Source: an optimization exercise on an open RTL-to-GDS flow (aim: small area, a short achievable clock period and few clock cycles per item). Production flows keep margins and buffers that such runs may drop.
Only simulation tests tie the RTL to the original design; equivalence was not proved.

[flow/config.mk]
export PLATFORM = sky130hd
export DESIGN_NAME = nn_mac_array
export DESIGN_NICKNAME = nn_mac_array
export VERILOG_FILES = /design/flow/design.v
export SDC_FILE = /design/flow/constraint.sdc
export NUM_CORES = 4
export LEC_CHECK = 0
export CAP_MARGIN = 20
export CORE_MARGIN = 2
export CORE_UTILIZATION = 40
export CTS_BUF_LIST = sky130_fd_sc_hd__clkbuf_16
export CTS_CLUSTER_DIAMETER = 70
export CTS_CLUSTER_SIZE = 32
export SETUP_SLACK_MARGIN = 4.3
export SLEW_MARGIN = 20
[flow/constraint.sdc]
create_clock -name core_clock -period 8.0 [get_ports {clk}]
set_input_delay 1.6000 -clock core_clock [delete_from_list [all_inputs] [get_ports {clk}]]
set_output_delay 1.6000 -clock core_clock [all_outputs]
set_load 0.01 [all_outputs]
[flow/design.v]
module nn_mac_array #(
    parameter int LANES  = 4,
    parameter int DWIDTH = 16,
    parameter int FRAC   = 8,
    parameter int AWIDTH = 40,
    parameter int CWIDTH = 16
) (
    input  logic                    clk,
    input  logic                    rst_n,
    input  logic                    s_valid,
    output logic                    s_ready,
    input  logic                    s_last,
    input  logic [DWIDTH-1:0]       s_x,
    input  logic [LANES*DWIDTH-1:0] s_w,
    input  logic [LANES*DWIDTH-1:0] s_bias,
    input  logic                    relu_en,
    output logic                    m_valid,
    input  logic                    m_ready,
    output logic [LANES*DWIDTH-1:0] m_data,
    output logic [LANES-1:0]        m_ovf,
    output logic [CWIDTH-1:0]       m_count,
    output logic                    busy
);
    localparam logic [AWIDTH-1:0] M0 = 40'h7fffffff;
    localparam logic [AWIDTH-1:0] M1 = 40'h7ffffffd;
    localparam logic [AWIDTH-1:0] K0 = 40'hff80000000;
    localparam logic [AWIDTH-1:0] K1 = 40'h0;
    localparam logic [AWIDTH-1:0] RND = AWIDTH'(1) << (FRAC-1);
    logic s_hs;
    logic rdy_q, rdy2_q;
    assign s_ready = rdy_q | (rdy2_q & m_valid & m_ready);
    assign s_hs    = s_valid & s_ready;
    assign busy    = ~s_ready;
    logic [7:0]              enc_one, enc_two, enc_neg;
    logic [7:0]              x_one, x_two, x_neg;
    logic [7:0]              x_one_n, x_two_n, x_neg_n;
    logic [LANES*DWIDTH-1:0] w0;
    logic [DWIDTH-1:0]       b0 [LANES];
    logic                    bc0 [LANES];
    logic                    v0, l0, relu0;
    always_comb begin
        for (int j = 0; j < 8; j++) begin
            logic lo, mid, hi;
            lo  = (j == 0) ? 1'b0 : s_x[2*j-1];
            mid = s_x[2*j];
            hi  = s_x[2*j+1];
            enc_one[j] = s_hs & (mid ^ lo);
            enc_two[j] = s_hs & ((hi & ~mid & ~lo) | (~hi & mid & lo));
            enc_neg[j] = s_hs & hi;
        end
    end
    always_ff @(posedge clk) begin
        x_one   <= enc_one;
        x_two   <= enc_two;
        x_neg   <= enc_neg;
        x_one_n <= ~enc_one;
        x_two_n <= ~enc_two;
        x_neg_n <= ~enc_neg;
        w0      <= s_w;
        for (int i = 0; i < LANES; i++) begin
            logic [DWIDTH-1:0] bg;
            logic [5:0]        mid;
            bg     = (s_hs & s_last) ? s_bias[i*DWIDTH +: DWIDTH] : '0;
            mid    = {1'b0, bg[10:6]} + {5'b0, enc_neg[7]};
            b0[i]  <= {bg[15:11], mid[4:0], bg[5:0]};
            bc0[i] <= mid[5];
        end
        l0    <= s_last;
        relu0 <= relu_en;
    end
    logic                v1, l1, relu1;
    logic [AWIDTH-1:0]   t0_q [LANES];
    logic [AWIDTH-1:0]   t1_q [LANES];
    for (genvar i = 0; i < LANES; i++) begin : g_tree
        logic [AWIDTH-1:0] t0, t1;
        nn_mac_lane_tree u_tree (
            .one (i[0] ? ~x_one_n : x_one),
            .two (i[0] ? ~x_two_n : x_two),
            .neg (i[0] ? ~x_neg_n : x_neg),
            .w   (w0[i*DWIDTH +: DWIDTH]),
            .b   (b0[i]),
            .bc  (bc0[i]),
            .r0  (t0),
            .r1  (t1)
        );
        always_ff @(posedge clk) begin
            t0_q[i] <= t0;
            t1_q[i] <= t1;
        end
    end
    always_ff @(posedge clk) begin
        l1    <= l0;
        relu1 <= relu0;
    end
    logic                a_fin, a_relu;
    logic [1:0]          a_init_q;
    logic                a_init;
    assign a_init = |a_init_q;
    logic [CWIDTH-1:0]   a_cnt;
    logic [AWIDTH-1:0]   acc_q [LANES];
    logic                fin, out_free, done, relu_f;
    logic [CWIDTH-1:0]   cnt_f;
    logic [AWIDTH-1:0]   sum [LANES];
    logic [LANES-1:0]    all0, all1;
    assign fin      = (v1 & l1) | a_fin;         
    assign out_free = ~m_valid;
    assign done     = fin & out_free;             
    assign relu_f   = v1 ? relu1 : a_relu;
    assign cnt_f    = v1 ? (a_cnt + {{(CWIDTH-1){1'b0}}, ~&a_cnt}) : a_cnt;
    logic [AWIDTH-1:0] add_a [LANES];
    logic [AWIDTH-1:0] add_b [LANES];
    logic [AWIDTH-1:0] add_s [LANES];
    for (genvar i = 0; i < LANES; i++) begin : g_add
        logic [AWIDTH-1:0] y0, y1;
        assign y0       = (t0_q[i] & M0) | K0;
        assign y1       = (t1_q[i] & M1) | K1;
        assign add_a[i] = acc_q[i] ^ y0 ^ y1;
        assign add_b[i] = ((acc_q[i] & y0) | (acc_q[i] & y1) | (y0 & y1)) << 1;
        nn_mac_add u_add (.a(add_a[i]), .b(add_b[i]), .s(add_s[i]));
    end
    always_comb begin
        for (int i = 0; i < LANES; i++) begin
            logic [AWIDTH-1:0] p, q;
            p      = add_a[i];
            q      = add_b[i];
            sum[i] = add_s[i];
            begin
                logic ok0, ok1;
                ok0 = 1'b1;
                ok1 = 1'b1;
                for (int k = FRAC+DWIDTH; k < AWIDTH; k++) begin
                    ok0 &= ~((p[k] ^ q[k]) ^ (p[k-1] | q[k-1]));
                    ok1 &=  ((p[k] ^ q[k]) ^ (p[k-1] & q[k-1]));
                end
                all0[i] = ok0 & ~sum[i][FRAC+DWIDTH-1];
                all1[i] = ok1 &  sum[i][FRAC+DWIDTH-1];
            end
        end
    end
    always_ff @(posedge clk) begin
        a_relu <= relu_f;
        a_cnt  <= (done | a_init) ? '0 : cnt_f;
        for (int i = 0; i < LANES; i++)
            acc_q[i] <= (done | a_init) ? RND : sum[i];
    end
    always_ff @(posedge clk) begin
        if (done) begin
            m_count <= cnt_f;
            for (int i = 0; i < LANES; i++) begin
                logic ovf, neg;
                logic [DWIDTH-1:0] r;
                ovf = ~(all0[i] | all1[i]);
                neg = sum[i][AWIDTH-1];
                r   = ovf ? {neg, {(DWIDTH-1){~neg}}} : sum[i][FRAC +: DWIDTH];
                if (relu_f && r[DWIDTH-1]) r = '0;
                m_data[i*DWIDTH +: DWIDTH] <= r;
                m_ovf[i] <= ovf;
            end
        end
    end
    logic       a_fin_d, m_valid_d;
    logic [2:0] closed_d;
    assign a_fin_d   = fin & ~out_free;
    assign m_valid_d = done | (m_valid & ~m_ready);
    assign closed_d  = {2'b0, s_hs & s_last} + {2'b0, v0 & l0} + {2'b0, a_fin_d} + {2'b0, m_valid_d};
    always_ff @(posedge clk or negedge rst_n) begin
        if (!rst_n) begin
            rdy_q   <= 1'b0;
            rdy2_q  <= 1'b0;
            v0      <= 1'b0;
            v1      <= 1'b0;
            a_fin   <= 1'b0;
            a_init_q <= 2'b11;
            m_valid <= 1'b0;
        end else begin
            rdy_q   <= (closed_d <= 3'd1);
            rdy2_q  <= (closed_d == 3'd2);
            v0      <= s_hs;
            v1      <= v0;
            a_fin   <= a_fin_d;
            a_init_q <= {a_init_q[0], 1'b0};
            m_valid <= m_valid_d;
        end
    end
endmodule
module nn_mac_lane_tree (
    input  logic [7:0]  one, two, neg,
    input  logic [15:0] w,
    input  logic [15:0] b,
    input  logic        bc,
    output logic [39:0] r0, r1
);
    wire pp1 = (one[0] & w[0]) ^ neg[0];
    wire pp2 = ((one[0] & w[1]) | (two[0] & w[0])) ^ neg[0];
    wire pp3 = ((one[0] & w[2]) | (two[0] & w[1])) ^ neg[0];
    wire pp4 = ((one[0] & w[3]) | (two[0] & w[2])) ^ neg[0];
    wire pp5 = ((one[0] & w[4]) | (two[0] & w[3])) ^ neg[0];
    wire pp6 = ((one[0] & w[5]) | (two[0] & w[4])) ^ neg[0];
    wire pp7 = ((one[0] & w[6]) | (two[0] & w[5])) ^ neg[0];
    wire pp8 = ((one[0] & w[7]) | (two[0] & w[6])) ^ neg[0];
    wire pp9 = ((one[0] & w[8]) | (two[0] & w[7])) ^ neg[0];
    wire pp10 = ((one[0] & w[9]) | (two[0] & w[8])) ^ neg[0];
    wire pp11 = ((one[0] & w[10]) | (two[0] & w[9])) ^ neg[0];
    wire pp12 = ((one[0] & w[11]) | (two[0] & w[10])) ^ neg[0];
    wire pp13 = ((one[0] & w[12]) | (two[0] & w[11])) ^ neg[0];
    wire pp14 = ((one[0] & w[13]) | (two[0] & w[12])) ^ neg[0];
    wire pp15 = ((one[0] & w[14]) | (two[0] & w[13])) ^ neg[0];
    wire pp16 = ((one[0] & w[15]) | (two[0] & w[14])) ^ neg[0];
    wire pp17 = ((one[0] | two[0]) & w[15]) ^ neg[0];
    wire pn18 = ~pp17;
    wire pp19 = (one[1] & w[0]) ^ neg[1];
    wire pp20 = ((one[1] & w[1]) | (two[1] & w[0])) ^ neg[1];
    wire pp21 = ((one[1] & w[2]) | (two[1] & w[1])) ^ neg[1];
    wire pp22 = ((one[1] & w[3]) | (two[1] & w[2])) ^ neg[1];
    wire pp23 = ((one[1] & w[4]) | (two[1] & w[3])) ^ neg[1];
    wire pp24 = ((one[1] & w[5]) | (two[1] & w[4])) ^ neg[1];
    wire pp25 = ((one[1] & w[6]) | (two[1] & w[5])) ^ neg[1];
    wire pp26 = ((one[1] & w[7]) | (two[1] & w[6])) ^ neg[1];
    wire pp27 = ((one[1] & w[8]) | (two[1] & w[7])) ^ neg[1];
    wire pp28 = ((one[1] & w[9]) | (two[1] & w[8])) ^ neg[1];
    wire pp29 = ((one[1] & w[10]) | (two[1] & w[9])) ^ neg[1];
    wire pp30 = ((one[1] & w[11]) | (two[1] & w[10])) ^ neg[1];
    wire pp31 = ((one[1] & w[12]) | (two[1] & w[11])) ^ neg[1];
    wire pp32 = ((one[1] & w[13]) | (two[1] & w[12])) ^ neg[1];
    wire pp33 = ((one[1] & w[14]) | (two[1] & w[13])) ^ neg[1];
    wire pp34 = ((one[1] & w[15]) | (two[1] & w[14])) ^ neg[1];
    wire pp35 = ~(((one[1] | two[1]) & w[15]) ^ neg[1]);
    wire pp36 = (one[2] & w[0]) ^ neg[2];
    wire pp37 = ((one[2] & w[1]) | (two[2] & w[0])) ^ neg[2];
    wire pp38 = ((one[2] & w[2]) | (two[2] & w[1])) ^ neg[2];
    wire pp39 = ((one[2] & w[3]) | (two[2] & w[2])) ^ neg[2];
    wire pp40 = ((one[2] & w[4]) | (two[2] & w[3])) ^ neg[2];
    wire pp41 = ((one[2] & w[5]) | (two[2] & w[4])) ^ neg[2];
    wire pp42 = ((one[2] & w[6]) | (two[2] & w[5])) ^ neg[2];
    wire pp43 = ((one[2] & w[7]) | (two[2] & w[6])) ^ neg[2];
    wire pp44 = ((one[2] & w[8]) | (two[2] & w[7])) ^ neg[2];
    wire pp45 = ((one[2] & w[9]) | (two[2] & w[8])) ^ neg[2];
    wire pp46 = ((one[2] & w[10]) | (two[2] & w[9])) ^ neg[2];
    wire pp47 = ((one[2] & w[11]) | (two[2] & w[10])) ^ neg[2];
    wire pp48 = ((one[2] & w[12]) | (two[2] & w[11])) ^ neg[2];
    wire pp49 = ((one[2] & w[13]) | (two[2] & w[12])) ^ neg[2];
    wire pp50 = ((one[2] & w[14]) | (two[2] & w[13])) ^ neg[2];
    wire pp51 = ((one[2] & w[15]) | (two[2] & w[14])) ^ neg[2];
    wire pp52 = ~(((one[2] | two[2]) & w[15]) ^ neg[2]);
    wire pp53 = (one[3] & w[0]) ^ neg[3];
    wire pp54 = ((one[3] & w[1]) | (two[3] & w[0])) ^ neg[3];
    wire pp55 = ((one[3] & w[2]) | (two[3] & w[1])) ^ neg[3];
    wire pp56 = ((one[3] & w[3]) | (two[3] & w[2])) ^ neg[3];
    wire pp57 = ((one[3] & w[4]) | (two[3] & w[3])) ^ neg[3];
    wire pp58 = ((one[3] & w[5]) | (two[3] & w[4])) ^ neg[3];
    wire pp59 = ((one[3] & w[6]) | (two[3] & w[5])) ^ neg[3];
    wire pp60 = ((one[3] & w[7]) | (two[3] & w[6])) ^ neg[3];
    wire pp61 = ((one[3] & w[8]) | (two[3] & w[7])) ^ neg[3];
    wire pp62 = ((one[3] & w[9]) | (two[3] & w[8])) ^ neg[3];
    wire pp63 = ((one[3] & w[10]) | (two[3] & w[9])) ^ neg[3];
    wire pp64 = ((one[3] & w[11]) | (two[3] & w[10])) ^ neg[3];
    wire pp65 = ((one[3] & w[12]) | (two[3] & w[11])) ^ neg[3];
    wire pp66 = ((one[3] & w[13]) | (two[3] & w[12])) ^ neg[3];
    wire pp67 = ((one[3] & w[14]) | (two[3] & w[13])) ^ neg[3];
    wire pp68 = ((one[3] & w[15]) | (two[3] & w[14])) ^ neg[3];
    wire pp69 = ~(((one[3] | two[3]) & w[15]) ^ neg[3]);
    wire pp70 = (one[4] & w[0]) ^ neg[4];
    wire pp71 = ((one[4] & w[1]) | (two[4] & w[0])) ^ neg[4];
    wire pp72 = ((one[4] & w[2]) | (two[4] & w[1])) ^ neg[4];
    wire pp73 = ((one[4] & w[3]) | (two[4] & w[2])) ^ neg[4];
    wire pp74 = ((one[4] & w[4]) | (two[4] & w[3])) ^ neg[4];
    wire pp75 = ((one[4] & w[5]) | (two[4] & w[4])) ^ neg[4];
    wire pp76 = ((one[4] & w[6]) | (two[4] & w[5])) ^ neg[4];
    wire pp77 = ((one[4] & w[7]) | (two[4] & w[6])) ^ neg[4];
    wire pp78 = ((one[4] & w[8]) | (two[4] & w[7])) ^ neg[4];
    wire pp79 = ((one[4] & w[9]) | (two[4] & w[8])) ^ neg[4];
    wire pp80 = ((one[4] & w[10]) | (two[4] & w[9])) ^ neg[4];
    wire pp81 = ((one[4] & w[11]) | (two[4] & w[10])) ^ neg[4];
    wire pp82 = ((one[4] & w[12]) | (two[4] & w[11])) ^ neg[4];
    wire pp83 = ((one[4] & w[13]) | (two[4] & w[12])) ^ neg[4];
    wire pp84 = ((one[4] & w[14]) | (two[4] & w[13])) ^ neg[4];
    wire pp85 = ((one[4] & w[15]) | (two[4] & w[14])) ^ neg[4];
    wire pp86 = ~(((one[4] | two[4]) & w[15]) ^ neg[4]);
    wire pp87 = (one[5] & w[0]) ^ neg[5];
    wire pp88 = ((one[5] & w[1]) | (two[5] & w[0])) ^ neg[5];
    wire pp89 = ((one[5] & w[2]) | (two[5] & w[1])) ^ neg[5];
    wire pp90 = ((one[5] & w[3]) | (two[5] & w[2])) ^ neg[5];
    wire pp91 = ((one[5] & w[4]) | (two[5] & w[3])) ^ neg[5];
    wire pp92 = ((one[5] & w[5]) | (two[5] & w[4])) ^ neg[5];
    wire pp93 = ((one[5] & w[6]) | (two[5] & w[5])) ^ neg[5];
    wire pp94 = ((one[5] & w[7]) | (two[5] & w[6])) ^ neg[5];
    wire pp95 = ((one[5] & w[8]) | (two[5] & w[7])) ^ neg[5];
    wire pp96 = ((one[5] & w[9]) | (two[5] & w[8])) ^ neg[5];
    wire pp97 = ((one[5] & w[10]) | (two[5] & w[9])) ^ neg[5];
    wire pp98 = ((one[5] & w[11]) | (two[5] & w[10])) ^ neg[5];
    wire pp99 = ((one[5] & w[12]) | (two[5] & w[11])) ^ neg[5];
    wire pp100 = ((one[5] & w[13]) | (two[5] & w[12])) ^ neg[5];
    wire pp101 = ((one[5] & w[14]) | (two[5] & w[13])) ^ neg[5];
    wire pp102 = ((one[5] & w[15]) | (two[5] & w[14])) ^ neg[5];
    wire pp103 = ~(((one[5] | two[5]) & w[15]) ^ neg[5]);
    wire pp104 = (one[6] & w[0]) ^ neg[6];
    wire pp105 = ((one[6] & w[1]) | (two[6] & w[0])) ^ neg[6];
    wire pp106 = ((one[6] & w[2]) | (two[6] & w[1])) ^ neg[6];
    wire pp107 = ((one[6] & w[3]) | (two[6] & w[2])) ^ neg[6];
    wire pp108 = ((one[6] & w[4]) | (two[6] & w[3])) ^ neg[6];
    wire pp109 = ((one[6] & w[5]) | (two[6] & w[4])) ^ neg[6];
    wire pp110 = ((one[6] & w[6]) | (two[6] & w[5])) ^ neg[6];
    wire pp111 = ((one[6] & w[7]) | (two[6] & w[6])) ^ neg[6];
    wire pp112 = ((one[6] & w[8]) | (two[6] & w[7])) ^ neg[6];
    wire pp113 = ((one[6] & w[9]) | (two[6] & w[8])) ^ neg[6];
    wire pp114 = ((one[6] & w[10]) | (two[6] & w[9])) ^ neg[6];
    wire pp115 = ((one[6] & w[11]) | (two[6] & w[10])) ^ neg[6];
    wire pp116 = ((one[6] & w[12]) | (two[6] & w[11])) ^ neg[6];
    wire pp117 = ((one[6] & w[13]) | (two[6] & w[12])) ^ neg[6];
    wire pp118 = ((one[6] & w[14]) | (two[6] & w[13])) ^ neg[6];
    wire pp119 = ((one[6] & w[15]) | (two[6] & w[14])) ^ neg[6];
    wire pp120 = ~(((one[6] | two[6]) & w[15]) ^ neg[6]);
    wire pp121 = (one[7] & w[0]) ^ neg[7];
    wire pp122 = ((one[7] & w[1]) | (two[7] & w[0])) ^ neg[7];
    wire pp123 = ((one[7] & w[2]) | (two[7] & w[1])) ^ neg[7];
    wire pp124 = ((one[7] & w[3]) | (two[7] & w[2])) ^ neg[7];
    wire pp125 = ((one[7] & w[4]) | (two[7] & w[3])) ^ neg[7];
    wire pp126 = ((one[7] & w[5]) | (two[7] & w[4])) ^ neg[7];
    wire pp127 = ((one[7] & w[6]) | (two[7] & w[5])) ^ neg[7];
    wire pp128 = ((one[7] & w[7]) | (two[7] & w[6])) ^ neg[7];
    wire pp129 = ((one[7] & w[8]) | (two[7] & w[7])) ^ neg[7];
    wire pp130 = ((one[7] & w[9]) | (two[7] & w[8])) ^ neg[7];
    wire pp131 = ((one[7] & w[10]) | (two[7] & w[9])) ^ neg[7];
    wire pp132 = ((one[7] & w[11]) | (two[7] & w[10])) ^ neg[7];
    wire pp133 = ((one[7] & w[12]) | (two[7] & w[11])) ^ neg[7];
    wire pp134 = ((one[7] & w[13]) | (two[7] & w[12])) ^ neg[7];
    wire pp135 = ((one[7] & w[14]) | (two[7] & w[13])) ^ neg[7];
    wire pp136 = ((one[7] & w[15]) | (two[7] & w[14])) ^ neg[7];
    wire pp137 = ~(((one[7] | two[7]) & w[15]) ^ neg[7]);
    wire bn138 = ~b[15];
    wire hs139 = pp9 ^ pp25;
    wire hc140 = pp9 & pp25;
    wire hs141 = pp10 ^ pp26;
    wire hc142 = pp10 & pp26;
    wire ft143 = pp11 ^ pp27;
    wire fs144 = ft143 ^ pp42;
    wire fc145 = (pp11 & pp27) | (ft143 & pp42);
    wire hs146 = pp57 ^ pp72;
    wire hc147 = pp57 & pp72;
    wire ft148 = pp12 ^ pp28;
    wire fs149 = ft148 ^ pp43;
    wire fc150 = (pp12 & pp28) | (ft148 & pp43);
    wire hs151 = pp58 ^ pp73;
    wire hc152 = pp58 & pp73;
    wire ft153 = pp13 ^ pp29;
    wire fs154 = ft153 ^ pp44;
    wire fc155 = (pp13 & pp29) | (ft153 & pp44);
    wire ft156 = pp59 ^ pp74;
    wire fs157 = ft156 ^ pp89;
    wire fc158 = (pp59 & pp74) | (ft156 & pp89);
    wire hs159 = pp104 ^ neg[6];
    wire hc160 = pp104 & neg[6];
    wire ft161 = pp14 ^ pp30;
    wire fs162 = ft161 ^ pp45;
    wire fc163 = (pp14 & pp30) | (ft161 & pp45);
    wire ft164 = pp60 ^ pp75;
    wire fs165 = ft164 ^ pp90;
    wire fc166 = (pp60 & pp75) | (ft164 & pp90);
    wire hs167 = pp105 ^ b[5];
    wire hc168 = pp105 & b[5];
    wire ft169 = pp15 ^ pp31;
    wire fs170 = ft169 ^ pp46;
    wire fc171 = (pp15 & pp31) | (ft169 & pp46);
    wire ft172 = pp61 ^ pp76;
    wire fs173 = ft172 ^ pp91;
    wire fc174 = (pp61 & pp76) | (ft172 & pp91);
    wire ft175 = pp106 ^ pp121;
    wire fs176 = ft175 ^ b[6];
    wire fc177 = (pp106 & pp121) | (ft175 & b[6]);
    wire ft178 = pp16 ^ pp32;
    wire fs179 = ft178 ^ pp47;
    wire fc180 = (pp16 & pp32) | (ft178 & pp47);
    wire ft181 = pp62 ^ pp77;
    wire fs182 = ft181 ^ pp92;
    wire fc183 = (pp62 & pp77) | (ft181 & pp92);
    wire ft184 = pp107 ^ pp122;
    wire fs185 = ft184 ^ b[7];
    wire fc186 = (pp107 & pp122) | (ft184 & b[7]);
    wire ft187 = pp17 ^ pp33;
    wire fs188 = ft187 ^ pp48;
    wire fc189 = (pp17 & pp33) | (ft187 & pp48);
    wire ft190 = pp63 ^ pp78;
    wire fs191 = ft190 ^ pp93;
    wire fc192 = (pp63 & pp78) | (ft190 & pp93);
    wire ft193 = pp108 ^ pp123;
    wire fs194 = ft193 ^ b[8];
    wire fc195 = (pp108 & pp123) | (ft193 & b[8]);
    wire ft196 = pp17 ^ pp34;
    wire fs197 = ft196 ^ pp49;
    wire fc198 = (pp17 & pp34) | (ft196 & pp49);
    wire ft199 = pp64 ^ pp79;
    wire fs200 = ft199 ^ pp94;
    wire fc201 = (pp64 & pp79) | (ft199 & pp94);
    wire ft202 = pp109 ^ pp124;
    wire fs203 = ft202 ^ b[9];
    wire fc204 = (pp109 & pp124) | (ft202 & b[9]);
    wire ft205 = pn18 ^ pp35;
    wire fs206 = ft205 ^ pp50;
    wire fc207 = (pn18 & pp35) | (ft205 & pp50);
    wire ft208 = pp65 ^ pp80;
    wire fs209 = ft208 ^ pp95;
    wire fc210 = (pp65 & pp80) | (ft208 & pp95);
    wire ft211 = pp110 ^ pp125;
    wire fs212 = ft211 ^ b[10];
    wire fc213 = (pp110 & pp125) | (ft211 & b[10]);
    wire ft214 = pp51 ^ pp66;
    wire fs215 = ft214 ^ pp81;
    wire fc216 = (pp51 & pp66) | (ft214 & pp81);
    wire ft217 = pp96 ^ pp111;
    wire fs218 = ft217 ^ pp126;
    wire fc219 = (pp96 & pp111) | (ft217 & pp126);
    wire fs220 = ~(b[11] ^ bc);
    wire fc221 = b[11] | bc;
    wire ft222 = pp52 ^ pp67;
    wire fs223 = ft222 ^ pp82;
    wire fc224 = (pp52 & pp67) | (ft222 & pp82);
    wire ft225 = pp97 ^ pp112;
    wire fs226 = ft225 ^ pp127;
    wire fc227 = (pp97 & pp112) | (ft225 & pp127);
    wire ft228 = pp68 ^ pp83;
    wire fs229 = ft228 ^ pp98;
    wire fc230 = (pp68 & pp83) | (ft228 & pp98);
    wire hs231 = pp113 ^ pp128;
    wire hc232 = pp113 & pp128;
    wire ft233 = pp69 ^ pp84;
    wire fs234 = ft233 ^ pp99;
    wire fc235 = (pp69 & pp84) | (ft233 & pp99);
    wire hs236 = pp7 ^ pp23;
    wire hc237 = pp7 & pp23;
    wire hs238 = pp8 ^ pp24;
    wire hc239 = pp8 & pp24;
    wire ft240 = hs139 ^ pp40;
    wire fs241 = ft240 ^ pp55;
    wire fc242 = (hs139 & pp40) | (ft240 & pp55);
    wire hs243 = pp70 ^ neg[4];
    wire hc244 = pp70 & neg[4];
    wire ft245 = hs141 ^ pp41;
    wire fs246 = ft245 ^ pp56;
    wire fc247 = (hs141 & pp41) | (ft245 & pp56);
    wire ft248 = pp71 ^ b[1];
    wire fs249 = ft248 ^ hc140;
    wire fc250 = (pp71 & b[1]) | (ft248 & hc140);
    wire ft251 = fs144 ^ hs146;
    wire fs252 = ft251 ^ pp87;
    wire fc253 = (fs144 & hs146) | (ft251 & pp87);
    wire ft254 = neg[5] ^ b[2];
    wire fs255 = ft254 ^ hc142;
    wire fc256 = (neg[5] & b[2]) | (ft254 & hc142);
    wire ft257 = fs149 ^ hs151;
    wire fs258 = ft257 ^ pp88;
    wire fc259 = (fs149 & hs151) | (ft257 & pp88);
    wire ft260 = b[3] ^ fc145;
    wire fs261 = ft260 ^ hc147;
    wire fc262 = (b[3] & fc145) | (ft260 & hc147);
    wire ft263 = fs154 ^ fs157;
    wire fs264 = ft263 ^ hs159;
    wire fc265 = (fs154 & fs157) | (ft263 & hs159);
    wire ft266 = b[4] ^ fc150;
    wire fs267 = ft266 ^ hc152;
    wire fc268 = (b[4] & fc150) | (ft266 & hc152);
    wire ft269 = fs162 ^ fs165;
    wire fs270 = ft269 ^ hs167;
    wire fc271 = (fs162 & fs165) | (ft269 & hs167);
    wire ft272 = fc155 ^ fc158;
    wire fs273 = ft272 ^ hc160;
    wire fc274 = (fc155 & fc158) | (ft272 & hc160);
    wire ft275 = fs170 ^ fs173;
    wire fs276 = ft275 ^ fs176;
    wire fc277 = (fs170 & fs173) | (ft275 & fs176);
    wire ft278 = fc163 ^ fc166;
    wire fs279 = ft278 ^ hc168;
    wire fc280 = (fc163 & fc166) | (ft278 & hc168);
    wire ft281 = fs179 ^ fs182;
    wire fs282 = ft281 ^ fs185;
    wire fc283 = (fs179 & fs182) | (ft281 & fs185);
    wire ft284 = fc171 ^ fc174;
    wire fs285 = ft284 ^ fc177;
    wire fc286 = (fc171 & fc174) | (ft284 & fc177);
    wire ft287 = fs188 ^ fs191;
    wire fs288 = ft287 ^ fs194;
    wire fc289 = (fs188 & fs191) | (ft287 & fs194);
    wire ft290 = fc180 ^ fc183;
    wire fs291 = ft290 ^ fc186;
    wire fc292 = (fc180 & fc183) | (ft290 & fc186);
    wire ft293 = fs197 ^ fs200;
    wire fs294 = ft293 ^ fs203;
    wire fc295 = (fs197 & fs200) | (ft293 & fs203);
    wire ft296 = fc189 ^ fc192;
    wire fs297 = ft296 ^ fc195;
    wire fc298 = (fc189 & fc192) | (ft296 & fc195);
    wire ft299 = fs206 ^ fs209;
    wire fs300 = ft299 ^ fs212;
    wire fc301 = (fs206 & fs209) | (ft299 & fs212);
    wire ft302 = fc198 ^ fc201;
    wire fs303 = ft302 ^ fc204;
    wire fc304 = (fc198 & fc201) | (ft302 & fc204);
    wire ft305 = fs215 ^ fs218;
    wire fs306 = ft305 ^ fs220;
    wire fc307 = (fs215 & fs218) | (ft305 & fs220);
    wire ft308 = fc207 ^ fc210;
    wire fs309 = ft308 ^ fc213;
    wire fc310 = (fc207 & fc210) | (ft308 & fc213);
    wire ft311 = fs223 ^ fs226;
    wire fs312 = ft311 ^ b[12];
    wire fc313 = (fs223 & fs226) | (ft311 & b[12]);
    wire ft314 = fc216 ^ fc219;
    wire fs315 = ft314 ^ fc221;
    wire fc316 = (fc216 & fc219) | (ft314 & fc221);
    wire ft317 = fs229 ^ hs231;
    wire fs318 = ft317 ^ b[13];
    wire fc319 = (fs229 & hs231) | (ft317 & b[13]);
    wire fs320 = ~(fc224 ^ fc227);
    wire fc321 = fc224 | fc227;
    wire ft322 = fs234 ^ pp114;
    wire fs323 = ft322 ^ pp129;
    wire fc324 = (fs234 & pp114) | (ft322 & pp129);
    wire ft325 = b[14] ^ fc230;
    wire fs326 = ft325 ^ hc232;
    wire fc327 = (b[14] & fc230) | (ft325 & hc232);
    wire ft328 = pp85 ^ pp100;
    wire fs329 = ft328 ^ pp115;
    wire fc330 = (pp85 & pp100) | (ft328 & pp115);
    wire ft331 = pp130 ^ bn138;
    wire fs332 = ft331 ^ fc235;
    wire fc333 = (pp130 & bn138) | (ft331 & fc235);
    wire ft334 = pp86 ^ pp101;
    wire fs335 = ft334 ^ pp116;
    wire fc336 = (pp86 & pp101) | (ft334 & pp116);
    wire hs337 = pp102 ^ pp117;
    wire hc338 = pp102 & pp117;
    wire hs339 = pp5 ^ pp21;
    wire hc340 = pp5 & pp21;
    wire hs341 = pp6 ^ pp22;
    wire hc342 = pp6 & pp22;
    wire ft343 = hs236 ^ pp38;
    wire fs344 = ft343 ^ pp53;
    wire fc345 = (hs236 & pp38) | (ft343 & pp53);
    wire ft346 = hs238 ^ pp39;
    wire fs347 = ft346 ^ pp54;
    wire fc348 = (hs238 & pp39) | (ft346 & pp54);
    wire ft349 = fs241 ^ hs243;
    wire fs350 = ft349 ^ b[0];
    wire fc351 = (fs241 & hs243) | (ft349 & b[0]);
    wire ft352 = fs246 ^ fs249;
    wire fs353 = ft352 ^ fc242;
    wire fc354 = (fs246 & fs249) | (ft352 & fc242);
    wire ft355 = fs252 ^ fs255;
    wire fs356 = ft355 ^ fc247;
    wire fc357 = (fs252 & fs255) | (ft355 & fc247);
    wire ft358 = fs258 ^ fs261;
    wire fs359 = ft358 ^ fc253;
    wire fc360 = (fs258 & fs261) | (ft358 & fc253);
    wire ft361 = fs264 ^ fs267;
    wire fs362 = ft361 ^ fc259;
    wire fc363 = (fs264 & fs267) | (ft361 & fc259);
    wire ft364 = fs270 ^ fs273;
    wire fs365 = ft364 ^ fc265;
    wire fc366 = (fs270 & fs273) | (ft364 & fc265);
    wire ft367 = fs276 ^ fs279;
    wire fs368 = ft367 ^ fc271;
    wire fc369 = (fs276 & fs279) | (ft367 & fc271);
    wire ft370 = fs282 ^ fs285;
    wire fs371 = ft370 ^ fc277;
    wire fc372 = (fs282 & fs285) | (ft370 & fc277);
    wire ft373 = fs288 ^ fs291;
    wire fs374 = ft373 ^ fc283;
    wire fc375 = (fs288 & fs291) | (ft373 & fc283);
    wire ft376 = fs294 ^ fs297;
    wire fs377 = ft376 ^ fc289;
    wire fc378 = (fs294 & fs297) | (ft376 & fc289);
    wire ft379 = fs300 ^ fs303;
    wire fs380 = ft379 ^ fc295;
    wire fc381 = (fs300 & fs303) | (ft379 & fc295);
    wire ft382 = fs306 ^ fs309;
    wire fs383 = ft382 ^ fc301;
    wire fc384 = (fs306 & fs309) | (ft382 & fc301);
    wire ft385 = fs312 ^ fs315;
    wire fs386 = ft385 ^ fc307;
    wire fc387 = (fs312 & fs315) | (ft385 & fc307);
    wire ft388 = fs318 ^ fs320;
    wire fs389 = ft388 ^ fc313;
    wire fc390 = (fs318 & fs320) | (ft388 & fc313);
    wire ft391 = fs323 ^ fs326;
    wire fs392 = ft391 ^ fc319;
    wire fc393 = (fs323 & fs326) | (ft391 & fc319);
    wire ft394 = fs329 ^ fs332;
    wire fs395 = ft394 ^ fc324;
    wire fc396 = (fs329 & fs332) | (ft394 & fc324);
    wire ft397 = fs335 ^ pp131;
    wire fs398 = ft397 ^ fc330;
    wire fc399 = (fs335 & pp131) | (ft397 & fc330);
    wire ft400 = hs337 ^ pp132;
    wire fs401 = ft400 ^ fc336;
    wire fc402 = (hs337 & pp132) | (ft400 & fc336);
    wire ft403 = pp103 ^ pp118;
    wire fs404 = ft403 ^ pp133;
    wire fc405 = (pp103 & pp118) | (ft403 & pp133);
    wire hs406 = pp119 ^ pp134;
    wire hc407 = pp119 & pp134;
    wire hs408 = pp3 ^ pp19;
    wire hc409 = pp3 & pp19;
    wire hs410 = pp4 ^ pp20;
    wire hc411 = pp4 & pp20;
    wire ft412 = hs339 ^ pp36;
    wire fs413 = ft412 ^ neg[2];
    wire fc414 = (hs339 & pp36) | (ft412 & neg[2]);
    wire ft415 = hs341 ^ pp37;
    wire fs416 = ft415 ^ hc340;
    wire fc417 = (hs341 & pp37) | (ft415 & hc340);
    wire ft418 = fs344 ^ neg[3];
    wire fs419 = ft418 ^ hc342;
    wire fc420 = (fs344 & neg[3]) | (ft418 & hc342);
    wire ft421 = fs347 ^ hc237;
    wire fs422 = ft421 ^ fc345;
    wire fc423 = (fs347 & hc237) | (ft421 & fc345);
    wire ft424 = fs350 ^ hc239;
    wire fs425 = ft424 ^ fc348;
    wire fc426 = (fs350 & hc239) | (ft424 & fc348);
    wire ft427 = fs353 ^ hc244;
    wire fs428 = ft427 ^ fc351;
    wire fc429 = (fs353 & hc244) | (ft427 & fc351);
    wire ft430 = fs356 ^ fc250;
    wire fs431 = ft430 ^ fc354;
    wire fc432 = (fs356 & fc250) | (ft430 & fc354);
    wire ft433 = fs359 ^ fc256;
    wire fs434 = ft433 ^ fc357;
    wire fc435 = (fs359 & fc256) | (ft433 & fc357);
    wire ft436 = fs362 ^ fc262;
    wire fs437 = ft436 ^ fc360;
    wire fc438 = (fs362 & fc262) | (ft436 & fc360);
    wire ft439 = fs365 ^ fc268;
    wire fs440 = ft439 ^ fc363;
    wire fc441 = (fs365 & fc268) | (ft439 & fc363);
    wire ft442 = fs368 ^ fc274;
    wire fs443 = ft442 ^ fc366;
    wire fc444 = (fs368 & fc274) | (ft442 & fc366);
    wire ft445 = fs371 ^ fc280;
    wire fs446 = ft445 ^ fc369;
    wire fc447 = (fs371 & fc280) | (ft445 & fc369);
    wire ft448 = fs374 ^ fc286;
    wire fs449 = ft448 ^ fc372;
    wire fc450 = (fs374 & fc286) | (ft448 & fc372);
    wire ft451 = fs377 ^ fc292;
    wire fs452 = ft451 ^ fc375;
    wire fc453 = (fs377 & fc292) | (ft451 & fc375);
    wire ft454 = fs380 ^ fc298;
    wire fs455 = ft454 ^ fc378;
    wire fc456 = (fs380 & fc298) | (ft454 & fc378);
    wire ft457 = fs383 ^ fc304;
    wire fs458 = ft457 ^ fc381;
    wire fc459 = (fs383 & fc304) | (ft457 & fc381);
    wire ft460 = fs386 ^ fc310;
    wire fs461 = ft460 ^ fc384;
    wire fc462 = (fs386 & fc310) | (ft460 & fc384);
    wire ft463 = fs389 ^ fc316;
    wire fs464 = ft463 ^ fc387;
    wire fc465 = (fs389 & fc316) | (ft463 & fc387);
    wire ft466 = fs392 ^ fc321;
    wire fs467 = ft466 ^ fc390;
    wire fc468 = (fs392 & fc321) | (ft466 & fc390);
    wire ft469 = fs395 ^ fc327;
    wire fs470 = ft469 ^ fc393;
    wire fc471 = (fs395 & fc327) | (ft469 & fc393);
    wire ft472 = fs398 ^ fc333;
    wire fs473 = ft472 ^ fc396;
    wire fc474 = (fs398 & fc333) | (ft472 & fc396);
    wire fs475 = ~(fs401 ^ fc399);
    wire fc476 = fs401 | fc399;
    wire ft477 = fs404 ^ hc338;
    wire fs478 = ft477 ^ fc402;
    wire fc479 = (fs404 & hc338) | (ft477 & fc402);
    wire fs480 = ~(hs406 ^ fc405);
    wire fc481 = hs406 | fc405;
    wire ft482 = pp120 ^ pp135;
    wire fs483 = ft482 ^ hc407;
    wire fc484 = (pp120 & pp135) | (ft482 & hc407);
    wire fn485 = ~pp136;
    assign r0[0] = pp1;
    assign r0[1] = pp2;
    assign r0[2] = hs408;
    assign r0[3] = hs410;
    assign r0[4] = fs413;
    assign r0[5] = fs416;
    assign r0[6] = fs419;
    assign r0[7] = fs422;
    assign r0[8] = fs425;
    assign r0[9] = fs428;
    assign r0[10] = fs431;
    assign r0[11] = fs434;
    assign r0[12] = fs437;
    assign r0[13] = fs440;
    assign r0[14] = fs443;
    assign r0[15] = fs446;
    assign r0[16] = fs449;
    assign r0[17] = fs452;
    assign r0[18] = fs455;
    assign r0[19] = fs458;
    assign r0[20] = fs461;
    assign r0[21] = fs464;
    assign r0[22] = fs467;
    assign r0[23] = fs470;
    assign r0[24] = fs473;
    assign r0[25] = fs475;
    assign r0[26] = fs478;
    assign r0[27] = fs480;
    assign r0[28] = fs483;
    assign r0[29] = fn485;
    assign r0[30] = pp137;
    assign r0[31] = 1'b1;
    assign r0[32] = 1'b1;
    assign r0[33] = 1'b1;
    assign r0[34] = 1'b1;
    assign r0[35] = 1'b1;
    assign r0[36] = 1'b1;
    assign r0[37] = 1'b1;
    assign r0[38] = 1'b1;
    assign r0[39] = 1'b1;
    assign r1[0] = neg[0];
    assign r1[1] = 1'b0;
    assign r1[2] = neg[1];
    assign r1[3] = hc409;
    assign r1[4] = hc411;
    assign r1[5] = fc414;
    assign r1[6] = fc417;
    assign r1[7] = fc420;
    assign r1[8] = fc423;
    assign r1[9] = fc426;
    assign r1[10] = fc429;
    assign r1[11] = fc432;
    assign r1[12] = fc435;
    assign r1[13] = fc438;
    assign r1[14] = fc441;
    assign r1[15] = fc444;
    assign r1[16] = fc447;
    assign r1[17] = fc450;
    assign r1[18] = fc453;
    assign r1[19] = fc456;
    assign r1[20] = fc459;
    assign r1[21] = fc462;
    assign r1[22] = fc465;
    assign r1[23] = fc468;
    assign r1[24] = fc471;
    assign r1[25] = fc474;
    assign r1[26] = fc476;
    assign r1[27] = fc479;
    assign r1[28] = fc481;
    assign r1[29] = fc484;
    assign r1[30] = pp136;
    assign r1[31] = 1'b0;
    assign r1[32] = 1'b0;
    assign r1[33] = 1'b0;
    assign r1[34] = 1'b0;
    assign r1[35] = 1'b0;
    assign r1[36] = 1'b0;
    assign r1[37] = 1'b0;
    assign r1[38] = 1'b0;
    assign r1[39] = 1'b0;
endmodule
module nn_mac_add (
    input  logic [39:0] a, b,
    output logic [39:0] s
);
    logic [39:0] g0, p0;
    assign g0 = a & b;
    assign p0 = a ^ b;
    wire g1_1 = g0[1] | (p0[1] & g0[0]);
    wire g1_3 = g0[3] | (p0[3] & g0[2]);
    wire p1_3 = p0[3] & p0[2];
    wire g1_5 = g0[5] | (p0[5] & g0[4]);
    wire p1_5 = p0[5] & p0[4];
    wire g1_7 = g0[7] | (p0[7] & g0[6]);
    wire p1_7 = p0[7] & p0[6];
    wire g1_9 = g0[9] | (p0[9] & g0[8]);
    wire p1_9 = p0[9] & p0[8];
    wire g1_11 = g0[11] | (p0[11] & g0[10]);
    wire p1_11 = p0[11] & p0[10];
    wire g1_13 = g0[13] | (p0[13] & g0[12]);
    wire p1_13 = p0[13] & p0[12];
    wire g1_15 = g0[15] | (p0[15] & g0[14]);
    wire p1_15 = p0[15] & p0[14];
    wire g1_17 = g0[17] | (p0[17] & g0[16]);
    wire p1_17 = p0[17] & p0[16];
    wire g1_19 = g0[19] | (p0[19] & g0[18]);
    wire p1_19 = p0[19] & p0[18];
    wire g1_21 = g0[21] | (p0[21] & g0[20]);
    wire p1_21 = p0[21] & p0[20];
    wire g1_23 = g0[23] | (p0[23] & g0[22]);
    wire p1_23 = p0[23] & p0[22];
    wire g1_25 = g0[25] | (p0[25] & g0[24]);
    wire p1_25 = p0[25] & p0[24];
    wire g1_27 = g0[27] | (p0[27] & g0[26]);
    wire p1_27 = p0[27] & p0[26];
    wire g1_29 = g0[29] | (p0[29] & g0[28]);
    wire p1_29 = p0[29] & p0[28];
    wire g1_31 = g0[31] | (p0[31] & g0[30]);
    wire p1_31 = p0[31] & p0[30];
    wire g1_33 = g0[33] | (p0[33] & g0[32]);
    wire p1_33 = p0[33] & p0[32];
    wire g1_35 = g0[35] | (p0[35] & g0[34]);
    wire p1_35 = p0[35] & p0[34];
    wire g1_37 = g0[37] | (p0[37] & g0[36]);
    wire p1_37 = p0[37] & p0[36];
    wire g1_39 = g0[39] | (p0[39] & g0[38]);
    wire p1_39 = p0[39] & p0[38];
    wire g2_2 = g0[2] | (p0[2] & g1_1);
    wire g2_3 = g1_3 | (p1_3 & g1_1);
    wire g2_6 = g0[6] | (p0[6] & g1_5);
    wire p2_6 = p0[6] & p1_5;
    wire g2_7 = g1_7 | (p1_7 & g1_5);
    wire p2_7 = p1_7 & p1_5;
    wire g2_10 = g0[10] | (p0[10] & g1_9);
    wire p2_10 = p0[10] & p1_9;
    wire g2_11 = g1_11 | (p1_11 & g1_9);
    wire p2_11 = p1_11 & p1_9;
    wire g2_14 = g0[14] | (p0[14] & g1_13);
    wire p2_14 = p0[14] & p1_13;
    wire g2_15 = g1_15 | (p1_15 & g1_13);
    wire p2_15 = p1_15 & p1_13;
    wire g2_18 = g0[18] | (p0[18] & g1_17);
    wire p2_18 = p0[18] & p1_17;
    wire g2_19 = g1_19 | (p1_19 & g1_17);
    wire p2_19 = p1_19 & p1_17;
    wire g2_22 = g0[22] | (p0[22] & g1_21);
    wire p2_22 = p0[22] & p1_21;
    wire g2_23 = g1_23 | (p1_23 & g1_21);
    wire p2_23 = p1_23 & p1_21;
    wire g2_26 = g0[26] | (p0[26] & g1_25);
    wire p2_26 = p0[26] & p1_25;
    wire g2_27 = g1_27 | (p1_27 & g1_25);
    wire p2_27 = p1_27 & p1_25;
    wire g2_30 = g0[30] | (p0[30] & g1_29);
    wire p2_30 = p0[30] & p1_29;
    wire g2_31 = g1_31 | (p1_31 & g1_29);
    wire p2_31 = p1_31 & p1_29;
    wire g2_34 = g0[34] | (p0[34] & g1_33);
    wire p2_34 = p0[34] & p1_33;
    wire g2_35 = g1_35 | (p1_35 & g1_33);
    wire p2_35 = p1_35 & p1_33;
    wire g2_38 = g0[38] | (p0[38] & g1_37);
    wire p2_38 = p0[38] & p1_37;
    wire g2_39 = g1_39 | (p1_39 & g1_37);
    wire p2_39 = p1_39 & p1_37;
    wire g3_4 = g0[4] | (p0[4] & g2_3);
    wire g3_5 = g1_5 | (p1_5 & g2_3);
    wire g3_6 = g2_6 | (p2_6 & g2_3);
    wire g3_7 = g2_7 | (p2_7 & g2_3);
    wire g3_12 = g0[12] | (p0[12] & g2_11);
    wire p3_12 = p0[12] & p2_11;
    wire g3_13 = g1_13 | (p1_13 & g2_11);
    wire p3_13 = p1_13 & p2_11;
    wire g3_14 = g2_14 | (p2_14 & g2_11);
    wire p3_14 = p2_14 & p2_11;
    wire g3_15 = g2_15 | (p2_15 & g2_11);
    wire p3_15 = p2_15 & p2_11;
    wire g3_20 = g0[20] | (p0[20] & g2_19);
    wire p3_20 = p0[20] & p2_19;
    wire g3_21 = g1_21 | (p1_21 & g2_19);
    wire p3_21 = p1_21 & p2_19;
    wire g3_22 = g2_22 | (p2_22 & g2_19);
    wire p3_22 = p2_22 & p2_19;
    wire g3_23 = g2_23 | (p2_23 & g2_19);
    wire p3_23 = p2_23 & p2_19;
    wire g3_28 = g0[28] | (p0[28] & g2_27);
    wire p3_28 = p0[28] & p2_27;
    wire g3_29 = g1_29 | (p1_29 & g2_27);
    wire p3_29 = p1_29 & p2_27;
    wire g3_30 = g2_30 | (p2_30 & g2_27);
    wire p3_30 = p2_30 & p2_27;
    wire g3_31 = g2_31 | (p2_31 & g2_27);
    wire p3_31 = p2_31 & p2_27;
    wire g3_36 = g0[36] | (p0[36] & g2_35);
    wire p3_36 = p0[36] & p2_35;
    wire g3_37 = g1_37 | (p1_37 & g2_35);
    wire p3_37 = p1_37 & p2_35;
    wire g3_38 = g2_38 | (p2_38 & g2_35);
    wire p3_38 = p2_38 & p2_35;
    wire g3_39 = g2_39 | (p2_39 & g2_35);
    wire p3_39 = p2_39 & p2_35;
    wire g4_8 = g0[8] | (p0[8] & g3_7);
    wire g4_9 = g1_9 | (p1_9 & g3_7);
    wire g4_10 = g2_10 | (p2_10 & g3_7);
    wire g4_11 = g2_11 | (p2_11 & g3_7);
    wire g4_12 = g3_12 | (p3_12 & g3_7);
    wire g4_13 = g3_13 | (p3_13 & g3_7);
    wire g4_14 = g3_14 | (p3_14 & g3_7);
    wire g4_15 = g3_15 | (p3_15 & g3_7);
    wire g4_24 = g0[24] | (p0[24] & g3_23);
    wire p4_24 = p0[24] & p3_23;
    wire g4_25 = g1_25 | (p1_25 & g3_23);
    wire p4_25 = p1_25 & p3_23;
    wire g4_26 = g2_26 | (p2_26 & g3_23);
    wire p4_26 = p2_26 & p3_23;
    wire g4_27 = g2_27 | (p2_27 & g3_23);
    wire p4_27 = p2_27 & p3_23;
    wire g4_28 = g3_28 | (p3_28 & g3_23);
    wire p4_28 = p3_28 & p3_23;
    wire g4_29 = g3_29 | (p3_29 & g3_23);
    wire p4_29 = p3_29 & p3_23;
    wire g4_30 = g3_30 | (p3_30 & g3_23);
    wire p4_30 = p3_30 & p3_23;
    wire g4_31 = g3_31 | (p3_31 & g3_23);
    wire p4_31 = p3_31 & p3_23;
    wire g5_16 = g0[16] | (p0[16] & g4_15);
    wire g5_17 = g1_17 | (p1_17 & g4_15);
    wire g5_18 = g2_18 | (p2_18 & g4_15);
    wire g5_19 = g2_19 | (p2_19 & g4_15);
    wire g5_20 = g3_20 | (p3_20 & g4_15);
    wire g5_21 = g3_21 | (p3_21 & g4_15);
    wire g5_22 = g3_22 | (p3_22 & g4_15);
    wire g5_23 = g3_23 | (p3_23 & g4_15);
    wire g5_24 = g4_24 | (p4_24 & g4_15);
    wire g5_25 = g4_25 | (p4_25 & g4_15);
    wire g5_26 = g4_26 | (p4_26 & g4_15);
    wire g5_27 = g4_27 | (p4_27 & g4_15);
    wire g5_28 = g4_28 | (p4_28 & g4_15);
    wire g5_29 = g4_29 | (p4_29 & g4_15);
    wire g5_30 = g4_30 | (p4_30 & g4_15);
    wire g5_31 = g4_31 | (p4_31 & g4_15);
    wire g6_32 = g0[32] | (p0[32] & g5_31);
    wire g6_33 = g1_33 | (p1_33 & g5_31);
    wire g6_34 = g2_34 | (p2_34 & g5_31);
    wire g6_35 = g2_35 | (p2_35 & g5_31);
    wire g6_36 = g3_36 | (p3_36 & g5_31);
    wire g6_37 = g3_37 | (p3_37 & g5_31);
    wire g6_38 = g3_38 | (p3_38 & g5_31);
    wire g6_39 = g3_39 | (p3_39 & g5_31);
    assign s = p0 ^ {g6_38, g6_37, g6_36, g6_35, g6_34, g6_33, g6_32, g5_31, g5_30, g5_29, g5_28, g5_27, g5_26, g5_25, g5_24, g5_23, g5_22, g5_21, g5_20, g5_19, g5_18, g5_17, g5_16, g4_15, g4_14, g4_13, g4_12, g4_11, g4_10, g4_9, g4_8, g3_7, g3_6, g3_5, g3_4, g2_3, g2_2, g1_1, g0[0], 1'b0};
endmodule
[flow/flow/run.sh]
#!/bin/bash
# The standard layout, with the port buffers taken from buf_1 instead of the
# cell buffer_ports picks by default (a larger, slower delay cell). Timing
# repair still resizes any of them that limit timing.
set -euo pipefail
export BUFFER_PORTS_ARGS="-buffer_cell sky130_fd_sc_hd__buf_1"
bash standard.sh > standard.log 2>&1
[flow/standard.sh]
#!/bin/bash
# synth_recipe.tcl (not shown) runs the flow's synth.tcl, then flattens the netlist and writes it again
# the make line also repeats each setting of config.mk as NAME=value (left out here)
make -C /OpenROAD-flow-scripts/flow DESIGN_CONFIG=/design/flow/config.mk WORK_HOME=/design/flow/orfs CLKGATE_MAP_FILE= SYNTH_SCRIPT=/design/flow/synth_recipe.tcl "${@:-finish}"
==> out/qor.yml, run 1 <==
placement:
  gp_congestion: 0.8689
  hpwl_um: 94360
  io_buffer_count: 236
  place_area_sq_mm: 0.05130
worst_setup_path:
  required_ns: 6.40
  cp_slowest_stage_delay_ns: 0.28
  rr_startpoint: "g_add[0].y0[9]"
  cp_cell_sequence: "buf_8, a31o_4, inv_2, buf_6"
  critPathSlowestCell: "a31o_4"
  crit_cells: 4
  reg2reg_depth: 14
  startpoint_type: "primary input"
  critical_path_class: "primary input to output port"
  worstPathMaxFanout: 3
  endpoint_kind: "output port"
  worst-path-buf-inv: 3
  critPathArrivalTime_ns: 2.18
  cp_top_family: "buffers and inverters"
  r2r_slack_ns: 4.24
  reg2reg_to: "m_data[8]"
yosys:
  synth-simple-area-share_pct: 6.237
  netlist_area_sq_mm: 0.04919
  async_flop_share_pct: 1.154
  ys_seq_area_share_pct: 30.00
  synthCells: 4770
  synth_compound_area_share_pct: 10.91
  synthAdderAreaFrac_pct: 31.23
  synth_edf_count: 84
  synth_xor_area_share_pct: 14.08
  muxShareOfSynthArea_pct: 0.1552
  synth_top_family_by_area: "adder cells"
  syn_nets: 5804
  syn_avg_cell_area_sq_um: 10.31
  yosys_warnings: 18
  yosys_most_used_dff: "dfxtp_1"
  ys_ff_latch: 693
  synthDistinctLibCells: 78
global_route:
  grt_pass1_wl_um: 212800
  antenna_found_initial: 15
  grtUsageTotal_pct: 21.73
  grt_start_max_net_pins: 79
  grt_pass1_vias: 36100
  globalRouteOverflowTotal: 0
route:
  wl_per_cell_um: 20.83
  via_per_inst: 5.206
  finalWirelength_um: 136200
  vias: 34050
  drc: 0
  antenna_left: 0
  drt_first_pass_iters: 6
  first_iter_violations: 2690
timing:
  min_period_ns: 3.777
  tns_ns: 0
  max_freq_mhz: 264.8
  rsz0062_at_grt: "yes"
  skew_ns: 0.06677
  worst_pin_slew_ns: 0.9260
  period_share_pct: 47.21
  report.final.slew_viol_count: 0
  max_slew_margin_pct: 38.27
  finalHoldViolCount: 0
  fin_hold_ws_ns: 0.3362
  finalSetupViolCount: 0
clocking:
  clock_latency_ns: 0.72
  clk_pin_slew_ns: 0.10
  cts_tree: "yes"
  htreeDepth: 2
  root_buffer: "clkbuf_16"
  cts_sinks: 693
  clk_path_buf_depth: 3
  cts-buffers-inserted: 59
floorplanning:
  die_area_sq_mm: 0.1258
  die_y_um: 354.7
  core_sq_mm: 0.1219
  initial_core_util_pct: 40.36
  num_rows: 128
  die_w_um: 354.7
  floorplan.io_pins: 237
layout:
  stdcell_area_sq_mm: 0.05545
  syn_to_final_growth_pct: 12.72
  post-route-util_pct: 45.50
  fin_nets: 5894
  drive_gt1_share_pct: 8.939
worst_hold_path:
  min-delay-start: "relu0"
  worstHoldPathType: "flip-flop to flip-flop"
  holdPathStages: 0
  min_to: "relu1"
run:
  drv_cap: 0
outcome:
  status: "finished clean"
==> Yosys cell counts (all sizes together) (10+ instances only) <==
master | count | area [sq um]
inv | 636 | 2387
dfxtp | 601 | 12030
fa | 573 | 11470
xnor2 | 477 | 4178
xor2 | 313 | 2749
ha | 311 | 3891
clkbuf | 271 | 1017
a22oi | 242 | 1817
o22ai | 242 | 1520
nor2 | 208 | 780.8
nand2 | 147 | 554.3
o21ai | 117 | 634.4
and2 | 89 | 556.8
edfxtp | 84 | 2522
a21oi | 73 | 384.1
buf | 51 | 215.2
nor3 | 34 | 170.2
a21o | 30 | 225.2
nand4 | 30 | 187.7
nand3 | 26 | 130.1
nor4 | 20 | 131.4
and3 | 17 | 106.4
nand2b | 17 | 106.4
nor2b | 17 | 106.4
a31oi | 14 | 87.58
o21a | 14 | 105.1
o21bai | 10 | 75.07
==> kinds of logic after synthesis <==
| kind of cell | Yosys count |
|---|---|
| flip-flops | 693 |
| buffers and inverters | 961 |
| AO/OA/AOI/OAI | 799 |
| adder cells (fa/ha/maj) | 884 |
| other | 1 |
| multiplexers | 7 |
| XOR/XNOR | 790 |
| AND/OR/NAND/NOR | 635 |
==> worst register-to-register path: cells and delay by family (launching register included) <==
kind            cells  cell delay [ns]
compound gates      8             1.55
xor+xnor            1             0.28
fa+ha+maj           2             0.86
buf+inv             2             0.29
flops               1             0.33
simple gates        1             0.33
==> registers in the layout (all words and copies together) (netlist names), 16 cells and up <==
name,flops
b0,64
w0,64
m_count,16
a_cnt,16
acc_q,160
g_add.y1,116
m_data,64
g_add.y0,124
==> metrics by stage <==
step           worst slack (ns)  std cells
2_1_floorplan             4.337       4770
3_3_place_gp              2.836       6358
3_5_place_dp              2.799       6358
4_1_cts                   4.216       6504
5_1_grt                   4.091       6536
6_report                  4.223       6540
==> cell usage in the layout (no fill, tap or decap), types with 13 or more instances in the layout <==
cell,instances
a21o_1,30
xor2_1,312
o21ai_2,18
a21oi_1,56
clkinv_16,14
o21a_1,14
fa_1,571
nor4_1,18
dfxtp_1,545
xnor2_1,472
ha_1,294
nor2b_1,16
dfxtp_2,45
edfxtp_1,84
nor2_1,207
o22ai_1,240
nand2b_1,17
nand4_1,30
nand3_1,25
o21ai_0,82
and2_1,88
buf_1,233
clkbuf_16,61
nand2_1,144
buf_4,79
nor3_1,31
buf_6,22
inv_1,622
ha_4,13
a22oi_1,241
and3_1,16
==> worst max path at each step <==
stage | from | endpoint | slack (ns)
4_1_cts | acc_q[2][5] | m_data[37] | 4.22
3_3_place_gp | m_ready | b0[3][10] | 2.84
2_1_floorplan | x_neg[3] | g_add[2].y0[12] | 4.34
3_5_place_dp | m_ready | b0[3][10] | 2.80
6_report | m_ready | busy | 4.22
5_1_grt | acc_q[0][13] | m_data[8] | 4.09
==> repair_timing <==
action                                  CTS  global route
endpoints found under the setup margin  189           121
hold buffers                              0             0
setup buffers                            31            31
resized for setup                       136           127
cloned                                    3             0
hold endpoints to repair                  0             0
pin swaps                                39            47
==> routing by layer <==
layer | global-route usage [%] | vias up | part of all wire [%]
met5 | 0 | - | 0.079
met1 | 30.05 | 16900 | 45
met2 | 33.98 | 1275 | 45
met3 | 5.090 | 262 | 7.9
met4 | 6.144 | 16 | 2.7
li1 | - | 15600 | -
==> final cells by class <==
class | count | area [sq um]
inverters | 639 | 2470
clock buffers | 61 | 1526
repair buffers | 349 | 2012
multi-input cells | 3118 | 31660
clock inverters | 51 | 880.8
diodes | 4 | 10.01
flip-flops and latches | 693 | 14850
well taps | 1625 | 2033
fillers | 11350 | 66430
Testbench counts, summed over its fixed seeds: cycles 13,779, items 1,600.
==> inputs of run 2 (changes only) <==
--- a/flow/config.mk
+++ b/flow/config.mk
@@ -12,4 +12,5 @@
 export CTS_CLUSTER_DIAMETER = 70
 export CTS_CLUSTER_SIZE = 32
-export SETUP_SLACK_MARGIN = 4.3
+export GPL_TIMING_DRIVEN = 0
+export SETUP_SLACK_MARGIN = 4.2
 export SLEW_MARGIN = 20
==> run 2 against run 1 <==
Non-clock buffer count increased by 267. Register-to-register slack got worse by 0.08 ns. Utilization increased by 0.72 points. Largest cell class unchanged. Cell area increased by 1.6%. Critical endpoint is now m_data[47]. Still clean on timing, DRC and antenna.
==> out/qor.yml, run 2 <==
route:
  first_iter_violations: 3477  # +29%
  antenna_left: 0  # unchanged
  wl_per_cell_um: 23.94  # +15%
  drc: 0  # unchanged
  finalWirelength_um: 162700  # +19%
  via_per_inst: 5.264  # +1.1%
  drt_first_pass_iters: 6  # unchanged
  vias: 35770  # +5.1%
yosys:
  yosys_warnings: 18  # unchanged
  syn_nets: 5804  # unchanged
  yosys_most_used_dff: "dfxtp_1"
  yosysTopAreaCell: "dfxtp_1"
  async_flop_share_pct: 1.154  # unchanged
  yosysMostFrequentCell: "inv_1"
  syn_avg_cell_area_sq_um: 10.31  # unchanged
  synth_common_cells: "inv_1 (633), dfxtp_1 (601), fa_1 (573), xnor2_1 (477), xor2_1 (312)"
  ys_seq_area_share_pct: 30.00  # unchanged
  synth.area.top_cells: "dfxtp_1 (24%), fa_1 (23%), xnor2_1 (8.5%)"
  synthCells: 4770  # unchanged
  netlist_area_sq_mm: 0.04919  # unchanged
  ys_ff_latch: 693  # unchanged
  synth_edf_count: 84  # unchanged
  synth_top_cell_area_share_pct: 24.46  # unchanged
  synthDistinctLibCells: 78  # unchanged
floorplanning:
  initial_core_util_pct: 40.36  # unchanged
  num_rows: 128  # unchanged
  die_y_um: 354.7  # unchanged
  die_w_um: 354.7  # unchanged
  die_area_sq_mm: 0.1258  # unchanged
  core_sq_mm: 0.1219  # unchanged
  floorplan.io_pins: 237  # unchanged
worst_setup_path:
  critical_path_class: "flip-flop to flip-flop"
  startpoint_type: "flip-flop"
  crit_path_start: "acc_q[2][2]"
  critPathCapture: "m_data[47]"
  reg2reg_depth: 13  # -1
  rr_startpoint: "acc_q[2][2]"
  reg2reg_to: "m_data[47]"
  worstPathMaxFanout: 6  # +3
  r2r_slack_ns: 4.16  # -0.08 ns
  endpoint_kind: "flip-flop"
  required_ns: 8.42  # +2.02 ns
  critPathArrivalTime_ns: 4.26  # +2.08 ns
global_route:
  globalRouteOverflowTotal: 0  # unchanged
  antenna_found_initial: 23  # +8
  grt_pass1_wl_um: 240800  # +13%
  grt_pass1_vias: 37200  # +3.0%
  grtUsageTotal_pct: 25.78  # +4.1 points
  grt_start_max_net_pins: 32  # -59%
outcome:
  status: "finished clean"
layout:
  syn_to_final_growth_pct: 14.51
  fin_nets: 6155  # +4.4%
  final_cell_mix: "inv_1 (627), dfxtp_1 (583), fa_1 (566)"
  drive_gt1_share_pct: 11.35  # +2.4 points
  largest_reg_flops: 160  # unchanged
  top_register: "acc_q"
  fillers: 11570  # +1.9%
  layout_commonest_cell: "inv_1"
clocking:
  cts_sinks: 693  # unchanged
  cts-buffers-inserted: 55  # -6.8%
  root_buffer: "clkbuf_16"
  clock_latency_ns: 0.70  # -0.02 ns
  hold_buffers: 0  # unchanged
  clk_path_buf_depth: 3  # unchanged
  htreeDepth: 2  # unchanged
  cts_tree: "yes"
  clk_pin_slew_ns: 0.10  # about the same
placement:
  gp_congestion: 1.015  # +17%
  io_buffer_count: 236  # unchanged
  hpwl_um: 128200  # +36%
timing:
  max_slew_margin_pct: 26.27  # -12 points
  max_freq_mhz: 260.5  # -1.6%
  report.final.slew_viol_count: 0  # unchanged
  rsz0062_at_grt: "yes"
  finalHoldViolCount: 0  # unchanged
  worst_pin_slew_ns: 1.106  # +0.1800 ns
  tns_ns: 0  # unchanged
  skew_ns: 0.03152  # -0.03525 ns
  period_share_pct: 47.99  # +0.78 points
  finalSetupViolCount: 0  # unchanged
  min_period_ns: 3.839  # +0.06238 ns
  fin_hold_ws_ns: 0.3419  # +0.005690 ns
run:
  drv_cap: 0  # unchanged
worst_hold_path:
  worstHoldPathType: "flip-flop to flip-flop"
-- run 2: changes by cell type in the layout (fill, tap and decap cells not counted), sizes merged --
cell | before | now
clkbuf | 62 | 309
buf | 348 | 358
clkinvlp | 12 | 4
inv | 651 | 658
clkdlybuf4s15 | 0 | 4
clkinv | 27 | 23
diode | 4 | 5
nand2 | 148 | 147
o21ai | 118 | 117
-- run 2: per-stage QoR --
step	setup slack [ns]	utilization [%]	std cells	area [sq um]
2_1_floorplan	4.337	-	4770	49200
3_3_place_gp	1.261	42.76	6631	52120
3_5_place_dp	2.965	42.92	6638	52310
4_1_cts	4.199	45.42	6754	55360
5_1_grt	4.041	46.21	6791	56320
6_report	4.161	46.22	6795	56330
-- run 2: final cells by class --
class / instances / area [sq um] / area share (%)
multi-input cells: 3116 / 31640 / 56.16
flip-flops and latches: 693 / 14790 / 26.25
inverters: 639 / 2422 / 4.300
well taps: 1625 / 2033 / 3.609
plain buffers: 322 / 1763 / 3.130
repair buffers: 294 / 1503 / 2.668
clock buffers: 55 / 1376 / 2.443
clock inverters: 46 / 797.0 / 1.415
diodes: 5 / 12.51 / 0.02221
-- run 2: worst min-delay path by stage --
| stage | start | to | slack [ns] | depth (start not counted) |
|---|---|---|---|---|
| finish | relu0 | relu1 | 0.34 | 0 |
| global placement | relu0 | relu1 | 0.31 | 0 |
| global route | x_neg[0] | g_add[0].y1[0] | 0.35 | 0 |
| CTS | x_neg[0] | g_add[0].y1[0] | 0.34 | 0 |
| detailed placement | relu0 | relu1 | 0.32 | 0 |
| floorplan | relu0 | relu1 | 0.31 | 0 |
-- run 2: repair_timing --
item	4_1_cts	5_1_grt
setup buffers	15	32
endpoints found under the setup margin	268	152
resized for setup	339	331
cloned	0	4
pin swaps	30	64
endpoints found under the hold margin	0	0
-- run 2: cell families (layout without fill, tap and decap cells) --
logic type | count (synthesis) | count (layout) | share of synthesized area [%]
adders and majority gates | 884 | 884 | 31.23
and+or+nand+nor | 635 | 635 | 6.237
other | 1 | 6 | 0.007623
buffers and inverters | 961 | 1356 | 7.381
DFF | 693 | 693 | 30.00
muxes | 7 | 7 | 0.1551
xor gates and xnor gates | 790 | 790 | 14.08
AOI/OAI and AO/OA | 799 | 799 | 10.91
-- run 2: critical path, cell delays in order, from the launching register on --
cell       delay (ns)
dfxtp_1          0.34
fa_2             0.61
ha_4             0.22
a211oi_4         0.29
o21ai_4          0.13
o311a_4          0.34
o211ai_4         0.28
a2111oi_4        0.12
o211ai_1         0.31
a21o_1           0.22
and4_1           0.28
o21ai_4          0.09
buf_6            0.15
and3_1           0.19
-- run 2: layer usage --
metal	vias to the layer above	part of all wire (%)	global-route usage, %	routed length, um
li1	16180	-	-	-
met1	17590	43	36.22	70660
met2	1608	42	38.29	68970
met3	359	9.9	6.319	16160
met4	30	4.1	9.797	6726
met5	-	0.11	0	177

## static timing again, ports no longer ideal
No port has a modelled driver above. Below, the same layouts with a new extraction and two added sets of constraints. Step 1: set_driving_cell puts a clkbuf_16 on clk and a buf_2 on each other input, an assumption about the parent block. Step 2 adds t to the input delays and takes it off the output delays; t is the mean of the earliest and latest rising clock arrival at the registers after step 1. Input paths then give back, and output paths get back, about the clock's delay inside the block. Slacks: no drivers / after step 1 / after step 2; pairs: no drivers / after step 1.
run	shift t [ns]	slack for setup (ns)	worst hold slack (ns)	worst data-port slew with drivers (ns)	pins driven straight from the clock port
run 1	0.758	4.223 / 4.179 / 3.830	0.336 / 0.336 / 0.336	0.14	1
run 2	0.756	4.161 / 4.161 / 3.610	0.342 / 0.342 / 0.342	0.15	1
After both steps every run listed still meets setup and hold. The setup slack of run 2, which loses most, moves by 0.000 ns with the drivers and by -0.551 ns with both steps.
